Context: an optimization exercise on an open-source flow, tuned for small area and few clock cycles per item. The choices shown serve that exercise and are no tape-out recipe.
Function was checked by simulation only, so behaviour that the tests miss may differ from the original.
No activity file was given, so power comes from the tool's default toggle rates.

==> design/flow/config.mk <==
export PLATFORM = sky130hd
export DESIGN_NAME = cnn_pool_layer
export DESIGN_NICKNAME = cnn_pool_layer
export VERILOG_FILES = /design/flow/design.v
export SDC_FILE = /design/flow/constraint.sdc
export NUM_CORES = 4
export LEC_CHECK = 0
export CAP_MARGIN = 20
export CORE_MARGIN = 2
export CORE_UTILIZATION = 50
export SLEW_MARGIN = 20
export SYNTH_MEMORY_MAX_BITS = 8192
==> design/flow/constraint.sdc <==
create_clock -name core_clock -period 8.0 [get_ports {clk}]
set_input_delay 1.6000 -clock core_clock [delete_from_list [all_inputs] [get_ports {clk}]]
set_output_delay 1.6000 -clock core_clock [all_outputs]
set_load 0.01 [all_outputs]
==> design/flow/design.v <==
`default_nettype none
`timescale 1ns/100ps
module fm_window_feeder (
    input  wire logic                         clk,
    input  wire logic                         rst,
    input  wire logic                         fm_wr_en,
    input  wire logic [3-1:0]    fm_wr_row,
    input  wire logic [3-1:0]    fm_wr_col,
    input  wire logic [64-1:0]      fm_wr_data,   
    input  wire logic                         start_req,
    input  wire logic [5-1:0]        start_cfg,    
    input  wire logic                         hold,         
    input  wire logic                         layer_end,    
    output logic                              start_ack,
    output logic                              layer_ready,
    output logic                              relu_en,
    output logic                              win_valid,
    output logic                              win_last,     
    output logic [2-1:0]        win_row,
    output logic [2-1:0]        win_col,
    output logic [64-1:0]           px_tl,        
    output logic [64-1:0]           px_tr,        
    output logic [64-1:0]           px_bl,        
    output logic [64-1:0]           px_br         
);
    logic [64-1:0] fm_mem [0:8*8-1];
    logic [3:0] cfg_fm_size;     
    logic cfg_relu_en;
    logic issuing;                            
    logic [2-1:0] row_cnt;      
    logic [2-1:0] col_cnt;      
    logic [3-1:0] out_last_idx;  
    logic last_col;
    logic last_pos;
    logic start_take;
    logic [3-1:0] top_row;
    logic [3-1:0] bot_row;
    logic [3-1:0] left_col;
    logic [3-1:0] right_col;
    assign relu_en      = cfg_relu_en;
    assign out_last_idx = cfg_fm_size[3:1] - 1'b1;
    assign last_col     = col_cnt == out_last_idx[2-1:0];
    assign last_pos     = last_col && (row_cnt == out_last_idx[2-1:0]);
    assign start_take   = layer_ready && start_req && !start_ack;  
    assign top_row   = {row_cnt, 1'b0};
    assign bot_row   = {row_cnt, 1'b1};
    assign left_col  = {col_cnt, 1'b0};
    assign right_col = {col_cnt, 1'b1};
    always_ff @(posedge clk) begin
        if (fm_wr_en && layer_ready)
            fm_mem[{fm_wr_row, fm_wr_col}] <= fm_wr_data;
    end
    always_ff @(posedge clk) begin
        if (rst) begin
            start_ack   <= 1'b0;
            layer_ready <= 1'b1;
            issuing     <= 1'b0;
            cfg_fm_size <= '0;
            cfg_relu_en <= 1'b0;
            row_cnt     <= '0;
            col_cnt     <= '0;
        end else begin
            if (start_take) begin
                start_ack   <= 1'b1;
                layer_ready <= 1'b0;
                issuing     <= 1'b1;
                cfg_fm_size <= start_cfg[5-1:1];
                cfg_relu_en <= start_cfg[0];
                row_cnt     <= '0;
                col_cnt     <= '0;
            end else if (start_ack && !start_req) begin
                start_ack <= 1'b0;  
            end
            if (issuing && !hold) begin
                if (last_col) begin
                    col_cnt <= '0;
                    if (last_pos)
                        issuing <= 1'b0;  
                    else
                        row_cnt <= row_cnt + 1'b1;
                end else begin
                    col_cnt <= col_cnt + 1'b1;
                end
            end
            if (layer_end)
                layer_ready <= 1'b1;
        end
    end
    always_ff @(posedge clk) begin
        win_last <= last_pos;
        win_row  <= row_cnt;
        win_col  <= col_cnt;
        px_tl    <= fm_mem[{top_row, left_col}];
        px_tr    <= fm_mem[{top_row, right_col}];
        px_bl    <= fm_mem[{bot_row, left_col}];
        px_br    <= fm_mem[{bot_row, right_col}];
        if (rst)
            win_valid <= 1'b0;
        else
            win_valid <= issuing && !hold;
    end
endmodule
`default_nettype wire
`default_nettype none
`timescale 1ns/100ps
module pool_lane (
    input  wire logic                        clk,
    input  wire logic                        rst,
    input  wire logic                        relu_en,
    input  wire logic                        win_valid,
    input  wire logic                        win_last,    
    input  wire logic [2-1:0]  win_row,
    input  wire logic [2-1:0]  win_col,
    input  wire logic [16-1:0]      win_tl,      
    input  wire logic [16-1:0]      win_tr,      
    input  wire logic [16-1:0]      win_bl,      
    input  wire logic [16-1:0]      win_br,      
    output logic                             res_valid,
    output logic                             res_last,
    output logic [2-1:0]       res_row,
    output logic [2-1:0]       res_col,
    output logic [16-1:0]           res_value
);
    logic s1_valid;
    logic s1_last;
    logic [2-1:0] s1_row;
    logic [2-1:0] s1_col;
    logic [16-1:0] s1_top;
    logic [16-1:0] s1_bot;
    logic [16-1:0] s2_max;
    logic [16-1:0] s2_out;
    function automatic logic [16-1:0] fp16_max(input logic [16-1:0] a,
                                                        input logic [16-1:0] b);
        logic [16-2:0] a_mag;      
        logic [16-2:0] b_mag;
        logic a_sign;
        logic b_sign;
        logic b_wins;
        a_mag  = a[16-2:0];
        b_mag  = b[16-2:0];
        a_sign = a[16-1];
        b_sign = b[16-1];
        if (a_mag == '0 && b_mag == '0)
            b_wins = 1'b0;                  
        else if (a_sign != b_sign)
            b_wins = a_sign;                
        else if (a_sign)
            b_wins = b_mag < a_mag;         
        else
            b_wins = b_mag > a_mag;
        fp16_max = b_wins ? b : a;
    endfunction
    always_ff @(posedge clk) begin
        s1_last <= win_last;
        s1_row  <= win_row;
        s1_col  <= win_col;
        s1_top  <= fp16_max(win_tl, win_tr);
        s1_bot  <= fp16_max(win_bl, win_br);
        if (rst)
            s1_valid <= 1'b0;
        else
            s1_valid <= win_valid;
    end
    always_comb begin
        s2_max = fp16_max(s1_top, s1_bot);
        if (relu_en && s2_max[16-1])
            s2_out = '0;                    
        else
            s2_out = s2_max;
    end
    always_ff @(posedge clk) begin
        res_last  <= s1_last;
        res_row   <= s1_row;
        res_col   <= s1_col;
        res_value <= s2_out;
        if (rst)
            res_valid <= 1'b0;
        else
            res_valid <= s1_valid;
    end
endmodule
`default_nettype wire
`default_nettype none
`timescale 1ns/100ps
module result_drain (
    input  wire logic                          clk,
    input  wire logic                          rst,
    input  wire logic                          issue,         
    input  wire logic                          res_valid,
    input  wire logic                          res_last,
    input  wire logic [2-1:0]    res_row,
    input  wire logic [2-1:0]    res_col,
    input  wire logic [64-1:0]       res_values,    
    input  wire logic                          out_ack,
    output logic                               hold,
    output logic                               layer_end,
    output logic                               out_req,
    output logic [68-1:0]           out_data       
);
    logic [68-1:0] fifo_data [0:4-1];
    logic fifo_last [0:4-1];      
    logic [2-1:0] wr_ptr;
    logic [2-1:0] rd_ptr;
    logic [3-1:0] occupancy;
    logic [3-1:0] inflight;   
    logic [3:0] committed;    
    logic push;
    logic pop;
    logic [68-1:0] packed_entry;
    assign push = res_valid;
    assign pop  = out_req && out_ack;        
    assign packed_entry = {res_row, res_col, res_values};
    assign committed = {1'b0, occupancy} + {1'b0, inflight} +
                       {{3{1'b0}}, issue};
    assign hold      = committed >= (3+1)'(4);
    assign out_data  = fifo_data[rd_ptr];  
    always_ff @(posedge clk) begin
        if (push) begin
            fifo_data[wr_ptr] <= packed_entry;
            fifo_last[wr_ptr] <= res_last;
        end
    end
    always_ff @(posedge clk) begin
        if (rst) begin
            wr_ptr    <= '0;
            rd_ptr    <= '0;
            occupancy <= '0;
            inflight  <= '0;
            out_req   <= 1'b0;
            layer_end <= 1'b0;
        end else begin
            if (push)
                wr_ptr <= wr_ptr + 1'b1;
            if (pop)
                rd_ptr <= rd_ptr + 1'b1;
            case ({push, pop})
                2'b10:   occupancy <= occupancy + 1'b1;
                2'b01:   occupancy <= occupancy - 1'b1;
                default: ;
            endcase
            case ({issue, push})
                2'b10:   inflight <= inflight + 1'b1;
                2'b01:   inflight <= inflight - 1'b1;
                default: ;
            endcase
            layer_end <= pop && fifo_last[rd_ptr];
            if (pop)
                out_req <= 1'b0;
            else if (!out_req && !out_ack && occupancy != '0)
                out_req <= 1'b1;  
        end
    end
endmodule
`default_nettype wire
`default_nettype none
`timescale 1ns/100ps
module cnn_pool_layer (
    input  wire logic                       clk,
    input  wire logic                       rst,
    input  wire logic                       fm_wr_en,
    input  wire logic [3-1:0]  fm_wr_row,
    input  wire logic [3-1:0]  fm_wr_col,
    input  wire logic [64-1:0]    fm_wr_data,   
    input  wire logic                       start_req,
    input  wire logic [5-1:0]      start_cfg,    
    output logic                            start_ack,
    output logic                            layer_ready,
    output logic                            out_req,
    input  wire logic                       out_ack,
    output logic [68-1:0]        out_data      
);
    logic win_valid;
    logic win_last;
    logic [2-1:0] win_row;
    logic [2-1:0] win_col;
    logic [64-1:0] px_tl;
    logic [64-1:0] px_tr;
    logic [64-1:0] px_bl;
    logic [64-1:0] px_br;
    logic [4-1:0] lane_valid;
    logic [4-1:0] lane_last;
    logic [4*2-1:0] lane_row;
    logic [4*2-1:0] lane_col;
    logic [64-1:0] lane_values;
    logic hold;
    logic layer_end;
    logic relu_en;
    fm_window_feeder u_feeder (
        .clk         (clk),
        .rst         (rst),
        .fm_wr_en    (fm_wr_en),
        .fm_wr_row   (fm_wr_row),
        .fm_wr_col   (fm_wr_col),
        .fm_wr_data  (fm_wr_data),
        .start_req   (start_req),
        .start_cfg   (start_cfg),
        .hold        (hold),
        .layer_end   (layer_end),
        .start_ack   (start_ack),
        .layer_ready (layer_ready),
        .relu_en     (relu_en),
        .win_valid   (win_valid),
        .win_last    (win_last),
        .win_row     (win_row),
        .win_col     (win_col),
        .px_tl       (px_tl),
        .px_tr       (px_tr),
        .px_bl       (px_bl),
        .px_br       (px_br)
    );
    for (genvar l = 0; l < 4; l++) begin : g_lane
        pool_lane u_lane (
            .clk       (clk),
            .rst       (rst),
            .relu_en   (relu_en),
            .win_valid (win_valid),
            .win_last  (win_last),
            .win_row   (win_row),
            .win_col   (win_col),
            .win_tl    (px_tl[l*16 +: 16]),
            .win_tr    (px_tr[l*16 +: 16]),
            .win_bl    (px_bl[l*16 +: 16]),
            .win_br    (px_br[l*16 +: 16]),
            .res_valid (lane_valid[l]),
            .res_last  (lane_last[l]),
            .res_row   (lane_row[l*2 +: 2]),
            .res_col   (lane_col[l*2 +: 2]),
            .res_value (lane_values[l*16 +: 16])
        );
    end
    result_drain u_drain (
        .clk        (clk),
        .rst        (rst),
        .issue      (win_valid),
        .res_valid  (lane_valid[0]),
        .res_last   (lane_last[0]),
        .res_row    (lane_row[2-1:0]),
        .res_col    (lane_col[2-1:0]),
        .res_values (lane_values),
        .out_ack    (out_ack),
        .hold       (hold),
        .layer_end  (layer_end),
        .out_req    (out_req),
        .out_data   (out_data)
    );
endmodule
`default_nettype wire
==> design/flow/run.sh <==
#!/bin/bash
# synth_recipe.tcl (not shown) runs the flow's synth.tcl, then flattens the netlist and writes it again
# the make line also repeats each setting of config.mk as NAME=value (left out here)
make -C /OpenROAD-flow-scripts/flow DESIGN_CONFIG=/design/flow/config.mk WORK_HOME=/design/flow/orfs CLKGATE_MAP_FILE= SYNTH_SCRIPT=/design/flow/synth_recipe.tcl finish
==> key figures <==
Status
  • Status: no timing/DRC/antenna violations

Synth
  • Post-Synth XOR/XNOR Area: 0.0429%
  • Adder-Cell Fraction of Synth Area: 1.31%
  • Async SR Flop Fraction: 0%
  • Area share of the largest cell type after synthesis: 71.5%
  • Largest family of logic cells by synthesized area: multiplexers
  • Synth unique cells: 67
  • Synth Area per Inst: 22.7 um^2
  • Synth Cell Area: 0.184 mm^2
  • Post-synthesis mux area share: 17.4%
  • Yosys reg bits: 4862
  • Main synth FF type: edfxtp_1
  • Post-Synth Simple-Gate Area: 1.76%
  • Yosys top cell by area: edfxtp_1
  • Post-synth EDFFs: 4372
  • Yosys warnings: 3
  • Cell count after synthesis: 8104
  • Synth top area cells: edfxtp_1 (72%), mux4_2 (17%), dfxtp_1 (5.3%), ha_1 (1.3%), nand2_1 (0.48%)
  • Net count after synthesis: 8375
  • Sequential element share of the synthesized area: 76.9%
  • Compound-Gate Fraction of Synth Area: 1.26%

STA
  • Finish-stage setup viols: 0
  • Final Hold Fails: 0
  • Unrepaired setup endpoints after global routing: false
  • Fmax: 190 MHz
  • Slew headroom: 24.7%
  • Worst slew pin tran: 1.10 ns
  • Fin. max-slew vios: 0
  • Clk_skew: 0.0492 ns
  • Post-layout min period: 5.25 ns
  • Period utilization: 65.6%
  • Setup TNS: 0 ns

Critical path
  • Worst Setup End Kind: primary output
  • CP arrival: 3.65 ns
  • Max FO, Critical Path: 38
  • CP Launch Type: register
  • WS Path Type: register to primary output
  • WP data required: 6.40 ns

Clock network
  • Clock transition at the registers of the reported paths: 0.06 ns
  • Total CTS buffers: 476
  • Cts repair resizes: 0
  • Bufs on Longest Clock Path: 4
  • Skew-Pair Late Insertion Delay: 0.99 ns
  • CTS Root Cell: clkbuf_16
  • Post-CTS Setup Repair Bufs: 0
  • H-tree depth: 5
  • CTS sink cnt: 4862
  • Hold-fix buffers at CTS: 0
  • CTS tree: built

Floorplan
  • Die area: 0.372 mm^2
  • Die Span X: 610 um
  • Initial Util: 50.2%
  • I/O pins: 151
  • Chip height: 610 um
  • Row cnt: 222
  • Core area: 0.366 mm^2

Power
  • Max VDD drop: 0.217 mV
  • Pint: 0.0426 W
  • Gate power share: 5.6%
  • Sequential share of power: 52.8%
  • Pwr/cell area: 262 mW/mm^2
  • NetSw: 0.0118 W
  • Clk network pwr share: 41.6%
  • Pleak: 65.2 nW
  • Sw Share: 21.7%

Route
  • Post-DRT Antenna Nets: 0
  • Vias: 86043
  • 1st-pass router iterations: 5
  • Post-Route WL: 466000 um
  • Vias per cell: 6.22
  • # DRC: 0
  • Routed WL per cell: 33.7 um
  • DRT iter0 DRCs: 10630

Layout
  • Proportion of layout cells with a drive suffix above 1: 27.6%
  • Non-Filler Instances: 13838
  • Layout area overhead: 13.3%
  • Commonest cells after routing, fill and taps aside: edfxtp_1 (4372), mux4_2 (1348), clkbuf_16 (484), dfxtp_1 (484), nand2_1 (237)
  • Layout Nets: 8853
  • Fin util: 56.9%
  • Commonest non-fill, non-tap cell in the layout: edfxtp_1

Flow run
  • Max Cap Viol: 0

Placement
  • DPL Wire Length: 264000 um
  • # port buffers: 148
  • Gpl congestion: 0.844
  • Placed instance count: 12914

Global route
  • Total grt overflow: 0
  • Global Route Usage Sum: 25.0%
  • Initial antenna violation count: 61
  • Global-route wire length before repair: 657000 um
  • Largest net degree at the start of global routing: 130
  • Number of global-route vias before repair: 87169

Worst hold path
  • Worst Hold Class: register to register
==> path summary, 6_finish.rpt <==
| check | endpoint | cells after the start | start | slack (ns) |
|---|---|---|---|---|
| setup / recovery | out_data[1] | 3 | register | 2.75 |
| setup reg to reg | u_feeder.fm_mem[21][30] | 4 | u_feeder.layer_ready | 3.77 |
| hold reg to reg | g_lane[0].u_lane.res_row[1] | 0 | g_lane[0].u_lane.s1_row[1] | 0.32 |
| hold / removal | g_lane[0].u_lane.res_row[1] | 0 | g_lane[0].u_lane.s1_row[1] | 0.32 |
==> sequential cells by signal, summed over array words and instances (netlist names), 3 cells and up, named ones only <==
name and count:
g_lane.u_lane.s1_bot 64, u_feeder.fm_mem 4096, u_feeder.px_tr 64, u_feeder.px_tl 64, u_drain.fifo_last 4, u_feeder.px_br 64, u_drain.inflight 3, g_lane.u_lane.res_value 64
u_drain.fifo_data 272, u_feeder.px_bl 64, g_lane.u_lane.s1_top 64, u_drain.occupancy 3
==> final cells by class <==
class,count,area (um^2)
fill,26576,158000
sequential,4862,141000
multi-input combinational,2671,40500
clock buffer,680,13500
tap,4816,6030
timing repair buffer,375,3620
clock inverter,221,2460
inverter,196,736
antenna,17,42.5
==> metal layers <==
| metal | vias up | global-route usage, % | share of wire (%) |
|---|---|---|---|
| li1 | 35165 | - | - |
| met4 | 14 | 5.63 | 2.2 |
| met5 | - | 0 | 0.021 |
| met3 | 576 | 4.14 | 7.5 |
| met1 | 46832 | 35.6 | 41 |
| met2 | 3456 | 41.1 | 49 |
==> power by group through the flow <==
stage / clock network (W) / registers, W / logic [W]
3_3_place_gp: 0 / 0.0293 / 0.00304
3_5_place_dp: 0 / 0.0293 / 0.00310
5_1_grt: 0.0240 / 0.0288 / 0.00332
4_1_cts: 0.0231 / 0.0288 / 0.00310
2_1_floorplan: 0 / 0.0290 / 0.00192
6_report: 0.0227 / 0.0288 / 0.00306
==> logic make-up (layout without fill, tap and decap cells) <==
logic type / Yosys count / count (layout)
AOI/OAI and AO/OA: 318 / 318
xor gates and xnor gates: 9 / 9
adders and majority gates: 191 / 191
buffers and inverters: 571 / 1472
DFF: 4862 / 4862
muxes: 1489 / 1489
other: 0 / 17
and+or+nand+nor: 664 / 664
==> Yosys cell counts, drive strengths merged, types with 7 or more instances <==
library cell / n
o21bai: 8
inv: 194
nand4: 61
clkbuf: 192
mux2: 75
nor2b: 13
ha: 189
o211ai: 28
o221ai: 8
dfxtp: 490
nand3: 45
a211o: 31
nor4: 86
a211oi: 13
nor3: 18
o31ai: 11
mux4: 1348
nand4b: 16
nand3b: 16
o21a: 17
edfxtp: 4372
a21oi: 66
nor2: 142
a21o: 7
a221oi: 9
a22o: 15
mux2i: 66
and2: 8
o311ai: 35
o21ai: 45
buf: 183
nand2: 237
==> metrics by stage <==
stage | power (W) | setup slack [ns] | instance area [um^2] | hold WS, ns
2_1_floorplan | 0.0309 | 1.71 | 184000 | 0.310
3_3_place_gp | 0.0323 | 2.00 | 192000 | 0.311
3_5_place_dp | 0.0324 | 2.13 | 192000 | 0.312
4_1_cts | 0.0550 | 2.50 | 208000 | 0.326
5_1_grt | 0.0562 | 2.42 | 208000 | 0.330
6_report | 0.0545 | 2.75 | 208000 | 0.323
==> critical path, cell delays in order, from the launching register on <==
cell and delay [ns]:
dfxtp_4 0.78, buf_4 0.71, mux4_2 0.60, clkdlybuf4s50_1 0.51
Testbench counts, summed over its fixed seeds: cycles 7,471, results 1,136.

-- separate check: timing with driven ports --
In the flow no input, the clock included, has a driving cell. The finished layout below was timed again as built, in two steps.
Step 1 (the two cells are an assumption about what drives the block):
set clk [get_ports {clk}]
set_driving_cell -lib_cell sky130_fd_sc_hd__clkbuf_16 $clk
set_driving_cell -lib_cell sky130_fd_sc_hd__buf_2 [delete_from_list [all_inputs] $clk]
Step 2 also shifts input and output timing later by t, the mid clock arrival at the registers, as if the neighbouring blocks saw the same clock.
a / b / c = no drivers / after step 1 / after step 2; a / b = the first two.
shift t [ns]: 1.070
setup WS [ns]: 2.748 / 2.646 / 2.168
clock arrival spread, ns: 0.052 / 0.052
worst slew at a driven data input, ns: 0.32
After both steps setup and hold are still met in this run. For this run, drivers alone change the setup slack by -0.102 ns; drivers and shift together by -0.580 ns.
